Source: an optimization exercise on an open RTL-to-GDS flow (aim: small area, a short achievable clock period and few clock cycles per item). Production flows keep margins and buffers that such runs may drop.
In this exercise RTL edits were held to simulation tests only and were not proved equivalent to the original.

===== flow/config.mk =====
export PLATFORM = sky130hd
export DESIGN_NAME = midpoint_ellipse_point_generator_unit
export DESIGN_NICKNAME = midpoint_ellipse_point_generator_unit
export VERILOG_FILES = /design/flow/design.v
export SDC_FILE = /design/flow/constraint.sdc
export NUM_CORES = 4
export LEC_CHECK = 0
export CAP_MARGIN = 20
export CORE_MARGIN = 2
export CORE_UTILIZATION = 40
export SLEW_MARGIN = 20

===== flow/constraint.sdc =====
create_clock -name core_clock -period 11.0 [get_ports {clk}]
set_input_delay 2.2000 -clock core_clock [delete_from_list [all_inputs] [get_ports {clk}]]
set_output_delay 2.2000 -clock core_clock [all_outputs]
set_load 0.01 [all_outputs]

===== flow/design.v =====
`timescale 1ns / 1ps
package mepg_pkg;
	localparam int unsigned CFG_UPPER_HALF = 0;
	localparam int unsigned CFG_SKIP       = 1;
endpackage
`timescale 1ns / 1ps
`default_nettype none
module midpoint_ellipse_point_generator_unit
#(
	parameter int RADIUS_BITS = 10,
	parameter int COORD_BITS  = 12
) (
	input  wire                          clk,
	input  wire                          arst_n,
	input  wire                          psel,
	input  wire                          penable,
	input  wire                          pwrite,
	input  wire  [2:0]                   paddr,
	input  wire  [31:0]                  pwdata,
	output logic [31:0]                  prdata,
	output logic                         pready,
	input  wire                          item_valid,
	output logic                         item_ready,
	input  wire                          item_command,
	input  wire  [RADIUS_BITS-1:0]       item_radius_x,
	input  wire  [RADIUS_BITS-1:0]       item_radius_y,
	input  wire  signed [COORD_BITS-1:0] item_centre_x,
	input  wire  signed [COORD_BITS-1:0] item_centre_y,
	output logic                         result_valid,
	input  wire                          result_ready,
	output logic signed [COORD_BITS:0]   result_right_x,
	output logic signed [COORD_BITS:0]   result_left_x,
	output logic signed [COORD_BITS:0]   result_upper_y,
	output logic signed [COORD_BITS:0]   result_lower_y,
	output logic                         result_lower_valid,
	output logic                         result_visible,
	output logic                         result_done_res
);
	localparam int DW = 34;    
	localparam int MW = 32;    
	localparam int AW = 20;    
	localparam int KW = 24;    
	localparam int OW = COORD_BITS + 1;
	logic       upper_q;
	logic [7:0] skip_q;
	assign pready = 1'b1;
	always_ff @(posedge clk or negedge arst_n) begin
		if (!arst_n) begin
			upper_q <= 1'b0;
			skip_q  <= '0;
		end else if (psel && penable && pwrite) begin
			if (!paddr[2]) upper_q <= pwdata[0];
			else           skip_q  <= pwdata[7:0];
		end
	end
	assign prdata = paddr[2] ? {24'b0, skip_q} : {31'b0, upper_q};
	localparam logic [1:0] RG_IDLE = 2'd0, RG_FIRST = 2'd1, RG_SECOND = 2'd2, RG_DONE = 2'd3;
	localparam logic [2:0] PH_NONE = 3'd0, PH_I0 = 3'd1, PH_P1 = 3'd2, PH_I1 = 3'd3,
	                       PH_I2 = 3'd4, PH_P2 = 3'd5, PH_F1 = 3'd6, PH_F2 = 3'd7;
	logic [1:0] region_q;
	logic [2:0] ph_q;
	logic [3:0] cnt_q;
	logic [1:0] tr_q;          
	logic [1:0] pcnt_q;        
	logic       spend_q;       
	logic       rdy_q;
	logic       ov_q;          
	logic [RADIUS_BITS-1:0] crx_q, cry_q;
	logic [COORD_BITS-1:0]  ccx_q, ccy_q;
	logic signed [DW-1:0] D_q;
	logic signed [MW-1:0] M_q, W_q;
	logic        [AW-1:0] a_q, b_q;
	logic        [KW-1:0] CK_q;
	logic        [7:0]    n_q;
	logic                 dx_q, dy_q;
	logic        [OW-1:0] rxo_q, lxo_q, uyo_q, lyo_q;
	logic                 lv_q, vis_q, done_q;
	wire acc       = item_valid && rdy_q;
	wire acc_step  = acc && item_command;
	wire acc_start = acc && !item_command;
	wire out_free  = !ov_q || result_ready;
	wire [MW+1:0] tsum = {{2{M_q[MW-1]}}, M_q} + {{2{W_q[MW-1]}}, W_q} - {{(MW+2-KW){1'b0}}, CK_q};
	wire test = !tsum[MW+1];
	wire init_go    = (ph_q == PH_NONE) && spend_q && (pcnt_q == 2'd0);
	wire init_act   = (ph_q != PH_NONE);
	wire tr_go      = !init_act && !init_go && (tr_q == 2'd0) && (region_q == RG_FIRST) && test;
	wire emit       = !init_act && !init_go && (tr_q == 2'd0) && !tr_go && (pcnt_q != 2'd0) && out_free;
	wire live_rg    = (region_q == RG_FIRST) || (region_q == RG_SECOND);
	wire y_zero     = (uyo_q == lyo_q);
	wire done_now   = !live_rg || ((region_q == RG_SECOND) && dy_q && y_zero);
	wire step_live  = emit && !done_now;
	wire dneg       = D_q[DW-1];
	wire diag       = (region_q == RG_FIRST) ? !dneg : dneg;
	wire mv_x       = (region_q == RG_FIRST) || diag;
	wire mv_y       = (region_q == RG_SECOND) || diag;
	wire bx = crx_q[cnt_q];
	wire by = cry_q[cnt_q];
	logic signed [DW-1:0] xop, yop;
	logic                 cin;
	logic                 d_en, d_clr;
	always_comb begin
		xop = '0;
		yop = '0;
		cin = 1'b0;
		d_en = 1'b0;
		d_clr = 1'b0;
		if (init_act) begin
			unique case (ph_q)
				PH_I0: d_clr = 1'b1;
				PH_P1: begin
					xop  = DW'({a_q, 2'b00});
					d_en = bx;
				end
				PH_I1: begin
					xop  = DW'({M_q, 2'b00});
					d_en = 1'b1;
				end
				PH_I2: begin
					d_clr = 1'b1;    
				end
				PH_P2: begin
					xop  = D_q;
					yop  = by ? ~(DW'({a_q, 2'b00})) : '0;
					cin  = by;
					d_en = 1'b1;
				end
				PH_F1: begin
					xop  = DW'({M_q, 2'b00});
					yop  = DW'(a_q);
					d_en = 1'b1;
				end
				default: ;
			endcase
		end else if (tr_q != 2'd0) begin
			d_en = 1'b1;
			unique case (tr_q)
				2'd1: begin
					xop = ~(DW'(signed'(M_q)) <<< 1);
					yop = DW'(signed'(W_q)) <<< 1;
				end
				2'd2: begin
					xop = DW'(CK_q);
					yop = ~(DW'({a_q, 2'b00}));
					cin = 1'b1;
				end
				default: begin
					yop = DW'(a_q);
				end
			endcase
		end else if (step_live) begin
			d_en = 1'b1;
			if (region_q == RG_FIRST) begin
				xop = DW'(signed'(M_q)) <<< 2;
				yop = diag ? (DW'(signed'(W_q)) <<< 2) : '0;
			end else begin
				xop = diag ? (DW'(signed'(M_q)) <<< 2) : DW'({a_q, 2'b00});
				yop = DW'(signed'(W_q)) <<< 2;
			end
		end
	end
	wire signed [DW-1:0] xop_i2 = DW'({M_q, 2'b00});
	wire signed [DW-1:0] dsum   = D_q + ((ph_q == PH_I2) ? xop_i2 : xop)
	                                  + ((ph_q == PH_I2) ? (DW'(signed'(W_q)) <<< 1) : yop)
	                                  + DW'(cin);
	always_ff @(posedge clk) begin
		if (acc_start) begin
			crx_q <= item_radius_x;
			cry_q <= item_radius_y;
			ccx_q <= item_centre_x;
			ccy_q <= item_centre_y;
		end
		if (d_clr)     D_q <= '0;
		else if (d_en) D_q <= dsum;
		if (init_act) begin
			unique case (ph_q)
				PH_I0: M_q <= '0;
				PH_P1: if (by) M_q <= M_q + MW'({b_q, 1'b0});
				PH_I1: M_q <= M_q >>> 1;
				PH_F1: M_q <= M_q + MW'({b_q, 1'b0});
				default: ;
			endcase
		end else if (step_live && mv_x) begin
			M_q <= M_q + MW'({b_q, 1'b0});
		end
		if (init_act) begin
			unique case (ph_q)
				PH_I0: W_q <= '0;
				PH_P1: if (bx) W_q <= W_q + MW'({a_q, 1'b0});
				PH_F1: W_q <= MW'(D_q >>> 1);
				PH_F2: if (out_free) W_q <= W_q + MW'({a_q, 1'b0});
				default: ;
			endcase
		end else if (step_live && mv_y) begin
			W_q <= W_q + MW'({a_q, 1'b0});
		end
		if (init_act) begin
			unique case (ph_q)
				PH_I0: begin
					a_q <= AW'(crx_q);
					b_q <= AW'(cry_q);
				end
				PH_P1: begin
					a_q <= a_q << 1;
					b_q <= b_q << 1;
				end
				PH_I1: begin
					a_q <= AW'(W_q >>> 1);
					b_q <= AW'(M_q >>> 1);
				end
				default: ;
			endcase
		end
		if (ph_q == PH_I2) CK_q <= KW'(dsum >>> 2);
		if ((ph_q == PH_F2) && out_free) begin
			rxo_q <= OW'(signed'(ccx_q));
			lxo_q <= OW'(signed'(ccx_q));
			uyo_q <= OW'(signed'(ccy_q)) + OW'(cry_q);
			lyo_q <= OW'(signed'(ccy_q)) - OW'(cry_q);
			dx_q  <= 1'b0;
			dy_q  <= 1'b0;
		end else if (emit) begin
			if (done_now) begin
				rxo_q  <= '0;
				lxo_q  <= '0;
				uyo_q  <= '0;
				lyo_q  <= '0;
				lv_q   <= 1'b0;
				vis_q  <= 1'b0;
				done_q <= 1'b1;
			end else begin
				rxo_q  <= rxo_q + OW'(dx_q);
				lxo_q  <= lxo_q - OW'(dx_q);
				uyo_q  <= uyo_q - OW'(dy_q);
				lyo_q  <= lyo_q + OW'(dy_q);
				vis_q  <= (n_q >= skip_q);
				lv_q   <= (n_q >= skip_q) && !upper_q;
				done_q <= 1'b0;
				dx_q   <= mv_x;
				dy_q   <= mv_y;
			end
		end
		if (((ph_q == PH_F2) && out_free) || (tr_q == 2'd3)) begin
			n_q <= '0;
		end else if (step_live && (n_q != 8'hFF)) begin
			n_q <= n_q + 8'd1;
		end
	end
	logic [1:0] pcnt_d;
	logic       spend_d;
	logic [2:0] ph_d;
	always_comb begin
		pcnt_d = pcnt_q + {1'b0, acc_step} - {1'b0, emit};
		spend_d = (spend_q && !init_go) || acc_start;
		ph_d = ph_q;
		unique case (ph_q)
			PH_NONE: if (init_go) ph_d = PH_I0;
			PH_I0:   ph_d = PH_P1;
			PH_P1:   if (cnt_q == 4'd9) ph_d = PH_I1;
			PH_I1:   ph_d = PH_I2;
			PH_I2:   ph_d = PH_P2;
			PH_P2:   if (cnt_q == 4'd0) ph_d = PH_F1;
			PH_F1:   ph_d = PH_F2;
			PH_F2:   if (out_free) ph_d = PH_NONE;
			default: ph_d = PH_NONE;
		endcase
	end
	always_ff @(posedge clk or negedge arst_n) begin
		if (!arst_n) begin
			region_q <= RG_IDLE;
			ph_q     <= PH_NONE;
			cnt_q    <= '0;
			tr_q     <= '0;
			pcnt_q   <= '0;
			spend_q  <= 1'b0;
			rdy_q    <= 1'b1;
			ov_q     <= 1'b0;
		end else begin
			pcnt_q  <= pcnt_d;
			spend_q <= spend_d;
			ph_q    <= ph_d;
			rdy_q   <= !spend_d && (ph_d == PH_NONE) && (pcnt_d != 2'd2);
			if (ph_q == PH_I0)      cnt_q <= 4'd0;
			else if (ph_q == PH_P1) cnt_q <= (cnt_q == 4'd9) ? 4'd9 : cnt_q + 4'd1;
			else if (ph_q == PH_P2) cnt_q <= cnt_q - 4'd1;
			if (init_go || init_act)  tr_q <= 2'd0;
			else if (tr_go)           tr_q <= 2'd1;
			else if (tr_q != 2'd0)    tr_q <= tr_q + 2'd1;
			if ((ph_q == PH_F2) && out_free) region_q <= RG_FIRST;
			else if (tr_q == 2'd3)           region_q <= RG_SECOND;
			else if (emit && done_now && (region_q == RG_SECOND)) region_q <= RG_DONE;
			if (emit)              ov_q <= 1'b1;
			else if (result_ready) ov_q <= 1'b0;
		end
	end
	assign item_ready         = rdy_q;
	assign result_valid       = ov_q;
	assign result_right_x     = rxo_q;
	assign result_left_x      = lxo_q;
	assign result_upper_y     = uyo_q;
	assign result_lower_y     = lyo_q;
	assign result_lower_valid = lv_q;
	assign result_visible     = vis_q;
	assign result_done_res    = done_q;
endmodule
`default_nettype wire

===== flow/run.sh =====
#!/bin/bash
# synth_recipe.tcl (not shown) runs the flow's synth.tcl, then flattens the netlist and writes it again
# the make line also repeats each setting of config.mk as NAME=value (left out here)
make -C /OpenROAD-flow-scripts/flow DESIGN_CONFIG=/design/flow/config.mk WORK_HOME=/design/flow/orfs CLKGATE_MAP_FILE= SYNTH_SCRIPT=/design/flow/synth_recipe.tcl finish

==> notes.md <==
==> cell usage in the layout, fill, tap and decap left out, types with 20 or more instances in the layout <==
cell type and count:
sky130_fd_sc_hd__clkbuf_16 39, sky130_fd_sc_hd__edfxtp_1 227, sky130_fd_sc_hd__nand3_1 48, sky130_fd_sc_hd__o22ai_1 22
sky130_fd_sc_hd__dfrtp_1 22, sky130_fd_sc_hd__xnor2_1 96, sky130_fd_sc_hd__xor2_1 64, sky130_fd_sc_hd__o21ai_0 208
sky130_fd_sc_hd__conb_1 25, sky130_fd_sc_hd__nor3_1 37, sky130_fd_sc_hd__fa_1 61, sky130_fd_sc_hd__mux2i_1 43
sky130_fd_sc_hd__nand2_1 320, sky130_fd_sc_hd__o31ai_1 21, sky130_fd_sc_hd__a211oi_1 24, sky130_fd_sc_hd__nand2b_1 24
sky130_fd_sc_hd__dfxtp_1 44, sky130_fd_sc_hd__a221oi_1 30, sky130_fd_sc_hd__a22o_1 20, sky130_fd_sc_hd__ha_1 160
sky130_fd_sc_hd__a21o_1 30, sky130_fd_sc_hd__o211ai_1 21, sky130_fd_sc_hd__clkdlybuf4s50_1 125, sky130_fd_sc_hd__buf_4 35
sky130_fd_sc_hd__a21oi_1 191, sky130_fd_sc_hd__o221ai_1 29, sky130_fd_sc_hd__a22oi_1 52, sky130_fd_sc_hd__and3_1 21
sky130_fd_sc_hd__inv_1 260, sky130_fd_sc_hd__nor2_1 120
==> layer usage <==
metal  vias to the layer above  wire, microns  GRT usage
li1                       9324              -          -
met1                      9738          30900      0.318
met2                       973          33400      0.389
met3                       165           6820     0.0536
met4                         0           2450     0.0848
met5                         -              0          0
==> worst max-delay path, delay by kind of cell (launching register included) <==
family | cells | cell delay [ns]
AO/OA/AOI/OAI | 14 | 3.61
XOR/XNOR | 1 | 0.11
adder cells (fa/ha/maj) | 4 | 1.70
buffers and inverters | 4 | 0.66
flip-flops | 1 | 0.53
AND/OR/NAND/NOR | 6 | 1.94
==> worst min-delay path by stage <==
stage	from	endpoint	cells after the start
finish	D_q[10]	D_q[10]	2
global route	D_q[8]	D_q[8]	2
CTS	D_q[8]	D_q[8]	2
detailed placement	D_q[8]	D_q[8]	2
global placement	pcnt_q[1]	pcnt_q[1]	1
floorplan	pcnt_q[1]	pcnt_q[1]	1
==> flip-flops by register name, summed over array words and instances, names as in the netlist, 12 cells and up <==
name / cells
D_q: 34
M_q: 32
W_q: 32
CK_q: 24
a_q: 20
b_q: 20
lxo_q: 13
lyo_q: 13
rxo_q: 13
uyo_q: 13
ccx_q: 12
ccy_q: 12
==> stage by stage <==
stage	instances	setup WS [ns]	utilization	area, sq um
final	3449	2.35	0.460	26500
after global routing	3449	1.98	0.460	26500
after CTS	3449	2.59	0.460	26500
after detailed placement	3377	2.16	0.437	25100
after global placement	3377	2.19	0.437	25100
after floorplan	2600	4.50	-	23200
==> cell families after synthesis <==
family	share of synthesized area
compound gates	0.208
xor+xnor	0.0613
fa+ha+maj	0.140
buf+inv	0.0716
flops	0.360
mux	0.0283
other cells	0.000325
simple gates	0.130
==> final cells by class <==
type,count,area share
clock buffer,47,0.0395
clock inverter,25,0.0105
inverter,264,0.0375
multi-input combinational,1892,0.504
sequential,296,0.315
tap,765,0.0362
timing repair buffer,160,0.0572
==> Implementation_results.wiki <==
{| class="wikitable"
! Metric !! Value
|-
| Antenna diode count || 0
|-
| Area of the multi-input gates || 13300 sq um
|-
| Path class of the lowest-slack min-delay path || reg -> reg
|-
| Post-synthesis register bit count || 296
|-
| Core Footprint || 57500 sq um
|-
| Initial cell density of the core || 0.402
|-
| Number of instances in the synthesized netlist || 2577
|-
| Final-report hold violation count || 0
|-
| Primary FF master, synth || sky130_fd_sc_hd__edfxtp_1
|-
| Critical path endpoint || D_q[33]
|-
| CTS-repair resized insts || 0
|-
| Worst R2R Setup Slack || 2.35 ns
|-
| Setup Fix Bufs, Post-CTS || 0
|-
| Global Route Usage Sum || 0.241
|-
| Terminus of the critical flop-to-flop path || D_q[33]
|-
| Highest fanout seen on the critical path || 19
|-
| Final critical-path required period || 8.65 ns
|-
| Unrepaired setup endpoints after global routing || no
|-
| Clock root buffer master || sky130_fd_sc_hd__clkbuf_16
|-
| Leading cell type by number of instances after synthesis || sky130_fd_sc_hd__nand2_1
|-
| Crit share post-route || 0.786
|-
| CTS tree || yes
|-
| Fraction of the yosys area taken by sequential cells || 0.360
|-
| Count of different cell masters after synthesis || 88
|-
| Arrival time of data at the critical path endpoint || 9.13 ns
|-
| Fraction of registers with async set or reset after synthesis || 0.0845
|-
| Buffers from clock root to sink, at most || 3
|-
| 1st-iter DRT viols || 2031
|-
| Vias in the first global route || 19800
|-
| TritonRoute pass-1 iters || 6
|-
| Synthesis-to-layout area growth || 14.4%
|-
| Site row count || 88
|-
| Syn Std Cell Area || 23100 sq um
|-
| Via count normalized by instance count || 5.86
|-
| Mean routed wirelength per cell || 21.3 microns
|-
| WS Path Type || reg -> reg
|-
| Fillers || 5491
|-
| Number of flops mapped to enable cells by yosys || 227
|-
| Horizontal extent of the die || 244 microns
|-
| Synth Area per Inst || 8.97 sq um
|-
| Slowest stage cell, crit path || sky130_fd_sc_hd__nor2_2
|-
| Routed WL || 73500 microns
|-
| IO Pins || 177
|-
| Clock latency at the later pin of the worst-skew pair || 0.59 ns
|-
| GRT Residual Overflow || 0
|-
| Transition time of the tightest slew-check pin || 1.17 ns
|-
| Pins Over Slew Limit || 0
|-
| DRC violations left || 0
|-
| Setup_tns || 0 ns
|-
| Max Freq || 0.116 GHz
|-
| Maximum number of pins on one net before global-route repair || 60
|-
| Area taken by flip-flops and latches || 8330 sq um
|-
| Worst R2R Path Depth || 29
|-
| Total die area || 59800 sq um
|-
| Reg-to-Reg Start || M_q[2]
|-
| Total via count after detailed routing || 20200
|-
| Tightest slew margin relative to the limit || 0.216
|-
| Post-layout nets || 2963
|-
| Height of the die || 244 microns
|-
| Number of clock sinks || 296
|-
| Share of the synthesized area in the top cell type || 0.295
|-
| Final hold slack || 0.492 ns
|-
| Depth of the CTS H-tree || 2
|-
| Cell taking the most area after synthesis || sky130_fd_sc_hd__edfxtp_1
|-
| Number of CTS-inserted buffers || 39
|-
| Synth area leaders || sky130_fd_sc_hd__edfxtp_1 29%, sky130_fd_sc_hd__ha_1 8.8%, sky130_fd_sc_hd__fa_1 5.3%
|-
| Post-DRT Antenna Nets || 0
|-
| Worst clock skew || 0.0373 ns
|-
| Max cap viols || 0
|-
| Delay of the slowest cell on the worst path || 0.63 ns
|-
| Launch point of the critical path || M_q[2]
|-
| Wire length of the first global-routing pass || 114000 microns
|-
| Ratio of cells with drive above 1 in the final layout || 0.0566
|-
| DP Wirelength || 50100 microns
|-
| Clock-pin slew reported for the worst setup and hold paths after clock tree synthesis || 0.06 ns
|-
| Initial antenna violation count || 0
|-
| Synth warnings || 1
|-
| Critical path capture point type || flip-flop
|-
| Number of hold buffers added after cts || 0
|-
| Most instantiated cells after synthesis || 320 x sky130_fd_sc_hd__nand2_1, 261 x sky130_fd_sc_hd__inv_1, 227 x sky130_fd_sc_hd__edfxtp_1
|-
| Setup violation total in the final timing report || 0
|-
| Status || complete, no violations
|-
| Required arrival time at the worst endpoint || 11.48 ns
|-
| Critical Path Source Type || flip-flop
|-
| Placer congestion estimate || 0.917
|-
| Buffers added on ports || 125
|}
Testbench counts, summed over its fixed seeds: cycles 48,855, items 46,359.

[what the ideal ports hide]
How much do the figures lean on ideal ports? The routed layout below was timed once more, with nothing changed but the port constraints.
Step 1 (the two cells are an assumption about what drives the block):
set clk [get_ports {clk}]
set_driving_cell -lib_cell sky130_fd_sc_hd__clkbuf_16 $clk
set_driving_cell -lib_cell sky130_fd_sc_hd__buf_2 [delete_from_list [all_inputs] $clk]
Step 2 times the ports against the registers' clock, not the clock port: input delays grow and output delays shrink by t, the midpoint of the rising clock arrivals with the driver on.
a / b / c = ideal / step 1 / step 2; a / b = the first two.
shift t [ns]: 0.625
slack for setup (ns): 2.352 / 2.352 / 1.791
pins driven straight from the clock port: 1
After both steps setup and hold are still met in this run. For this run, drivers alone change the setup slack by 0.000 ns; drivers and shift together by -0.561 ns.
